Background: an optimization exercise with open tools, aiming at small area, a short achievable clock period and few clock cycles per item. Do not read the settings as production practice.
Function was checked by simulation only, so behaviour that the tests miss may differ from the original.

// pcm_voice_engine
module pcm_voice_engine #(
    parameter int CHANNELS = 8,
    parameter int ADDR_W   = 24,
    parameter int PITCH_W  = 24
) (
    input  logic              CLK,
    input  logic              NRES,
    input  logic              wr_en,
    input  logic [9:0]        wr_addr,
    input  logic [7:0]        wr_data,
    input  logic              frame_start,
    output logic              rom_req,
    output logic [ADDR_W-1:0] rom_addr,
    input  logic              rom_ack,
    input  logic [7:0]        rom_data,
    output logic              smp_valid,
    output logic [2:0]        smp_ch,
    output logic [15:0]       smp_data,
    output logic              frame_done,
    output logic              frame_ovr
);
Size in the first run: ~1,700 flip-flops, ~78 I/O pins, ~69,000 um2 of cells after synthesis.
clock: 6.5 ns
lec_check: 0
cap_margin: 20
core_margin: 2
core_utilization: 55
setup_slack_margin: 2.7
slew_margin: 20
run.sh (not shown) runs the stock make flow with config.mk's settings and CLKGATE_MAP_FILE= SYNTH_SCRIPT=/design/flow/synth_recipe.tcl, a recipe that flattens the netlist after the stock synthesis.
Testbench counts at the start, summed over its fixed seeds: cycles 18,735, frames 1,536.
Next try:
- PLACE_DENSITY: not set -> 0.7
- SETUP_SLACK_MARGIN: 2.7 -> 3.0
Outcome: Wire length is about the same; die area stays the same; worst setup slack improves by 140 ps.
Next try:
- CORE_UTILIZATION: 55 -> 60
- PLACE_DENSITY: 0.7 -> not set
- SETUP_SLACK_MARGIN: 3.0 -> 3.5
The changed run finished clean.
Clock skew is higher by 3.1 ps.
Flip-flop and latch count does not change.
Routed wire length goes up by 19%.
Design area climbs by about 9%.
Worst hold slack is worse by 5.1 ps.
Setup slack degrades by 51 ps.
Next try:
- SETUP_SLACK_MARGIN: 3.5 -> 3.0
Effect: Setup slack gets better by 54 ps. Core utilization fell by 6.2 points. Cell area fell by 8.0%. Die area does not change. Register-to-register slack gets better by 50 ps. Wire length fell by 14%. Sequential share of layout area rose by 4.8 points.
Next try:
- CORE_UTILIZATION: 60 -> 55
- CTS_BUF_LIST: not set -> sky130_fd_sc_hd__clkbuf_8
- CTS_CLUSTER_SIZE: not set -> 20
After rerunning: Global-route usage came out lower by 2.6 points. Routed wire length decreases slightly. Synthesized cell count stays the same.

========
Starting RTL as in the previous note.
## pcm_voice_engine
module pcm_voice_engine #(
    parameter int CHANNELS = 8,
    parameter int ADDR_W   = 24,
    parameter int PITCH_W  = 24
) (
    input  logic              CLK,
    input  logic              NRES,
    input  logic              wr_en,
    input  logic [9:0]        wr_addr,
    input  logic [7:0]        wr_data,
    input  logic              frame_start,
    output logic              rom_req,
    output logic [ADDR_W-1:0] rom_addr,
    input  logic              rom_ack,
    input  logic [7:0]        rom_data,
    output logic              smp_valid,
    output logic [2:0]        smp_ch,
    output logic [15:0]       smp_data,
    output logic              frame_done,
    output logic              frame_ovr
);
==> flow/config.mk <==
export PLATFORM = sky130hd
export DESIGN_NAME = pcm_voice_engine
export DESIGN_NICKNAME = pcm_voice_engine
export VERILOG_FILES = /design/flow/design.v
export SDC_FILE = /design/flow/constraint.sdc
export NUM_CORES = 4
export LEC_CHECK = 0
export CAP_MARGIN = 20
export CORE_MARGIN = 2
export CORE_UTILIZATION = 50
export SETUP_SLACK_MARGIN = 3.2
export SLEW_MARGIN = 20
==> flow/constraint.sdc <==
create_clock -name core_clock -period 6.5 [get_ports {CLK}]
set_input_delay 1.3000 -clock core_clock [delete_from_list [all_inputs] [get_ports {CLK}]]
set_output_delay 1.3000 -clock core_clock [all_outputs]
set_load 0.01 [all_outputs]
Testbench counts at the start, summed over its fixed seeds: cycles 18,735, frames 1,536.
==> next run, changes <==
- CORE_UTILIZATION: 50 -> 55
- SETUP_SLACK_MARGIN: 3.2 -> 3.0
Result: Synthesized area does not change; wire length came out lower by a few percent; global-route usage is higher by 1.6 points; clock-buffer cell count came out lower by 14.

========
Setup of east:
pcm_voice_engine, a different RTL version from the one above (not shown whole).
Size in the first run: ~4600 cells after synthesis, about 1700 flip-flops, about 78 I/O pins, ~68000 um2 of cells after synthesis.
Settings: LEC_CHECK=0, CAP_MARGIN=20, CORE_MARGIN=2, CORE_UTILIZATION=40, SETUP_SLACK_MARGIN=3.0, SLEW_MARGIN=20; clock period 6.5 ns.
Testbench counts of east, summed over its fixed seeds: cycles 18,735, frames 1,536.
diff inputs: east => west
- changing CORE_UTILIZATION from 40 to 55
Findings:
From east to west the numbers moved as follows: post-CTS setup buffer count dropped 8, count of placed standard cells including taps shrank by 594, count of multi-input combinational gates comparable, via count saw a decrease, global-route usage over all layers increased by 7.3 points relative to the old numbers. Compared with east, west shows a higher endpoint required time on the critical path.

========
pcm_voice_engine, a different RTL version from the one above (not shown whole).
Size: ~5400 cells after synthesis, ~1700 flip-flops, ~78 I/O pins.
clock: 6.5 ns
lec_check: 0
cap_margin: 20
core_margin: 2
core_utilization: 50
setup_slack_margin: 2.9
slew_margin: 20
Testbench counts at the start, summed over its fixed seeds: cycles 18,406, frames 1,536.
Change:
--- a/flow/config.mk
+++ b/flow/config.mk
@@ -10,2 +10,2 @@
-export CORE_UTILIZATION = 50
-export SETUP_SLACK_MARGIN = 2.9
+export CORE_UTILIZATION = 55
+export SETUP_SLACK_MARGIN = 3.0
Final area barely changes.
Flip-flop and latch count does not change.
Global-route usage rises by 2.0 points.
Register-to-register slack got worse by 0.07 ns.
Routed wire length falls by 3.1%.
Non-clock buffer count rises by 53.

-- separate check: timing with driven ports --
The results above use ideal ports. As a check the final layouts listed here were re-extracted and re-timed, cells and wires unchanged.
Step 1 assumes that a clkbuf_16 drives the clock port and a buf_2 every other input.
Step 2 moves the port delays by t, midway between the first and last clock arrival at a register: inputs arrive t later, outputs are due t later. That takes back most of the time a late clock gives input paths.
a / b / c = no drivers / after step 1 / after step 2; a / b = the first two.
run | t, ns | setup WS [ns] | latest minus earliest clock arrival (ns) | worst register clock-pin slew, ns | cell pins on the clock port's net
the first run of note 1 | 0.865 | 2.670 / 2.727 / 1.862 | 0.042 / 0.042 | 0.07 / 0.07 | 1
the second run of note 1 | 0.879 | 2.812 / 2.812 / 2.081 | 0.049 / 0.049 | 0.07 / 0.07 | 1
the third run of note 1 | 0.881 | 2.761 / 2.761 / 1.880 | 0.051 / 0.052 | 0.08 / 0.08 | 1
the fourth run of note 1 | 0.869 | 2.815 / 2.815 / 2.040 | 0.039 / 0.039 | 0.07 / 0.07 | 1
the fifth run of note 1 | 1.038 | 2.813 / 2.813 / 1.835 | 0.075 / 0.075 | 0.07 / 0.07 | 1
the first run of note 2 | 0.862 | 2.885 / 2.885 / 2.050 | 0.027 / 0.028 | 0.07 / 0.07 | 1
the second run of note 2 | 0.849 | 2.865 / 2.863 / 2.014 | 0.029 / 0.029 | 0.07 / 0.07 | 1
east | 0.891 | 2.508 / 2.508 / 2.160 | 0.036 / 0.035 | 0.07 / 0.07 | 1
west | 0.853 | 2.616 / 2.616 / 2.157 | 0.040 / 0.039 | 0.07 / 0.07 | 1
the first run of note 4 | 0.897 | 2.649 / 2.649 / 1.825 | 0.060 / 0.061 | 0.07 / 0.07 | 1
the second run of note 4 | 0.883 | 2.576 / 2.576 / 1.855 | 0.060 / 0.060 | 0.07 / 0.07 | 1
After both steps every run listed still meets setup and hold. The setup slack of the fifth run of note 1, which loses most, moves by 0.000 ns with the drivers and by -0.978 ns with both steps.
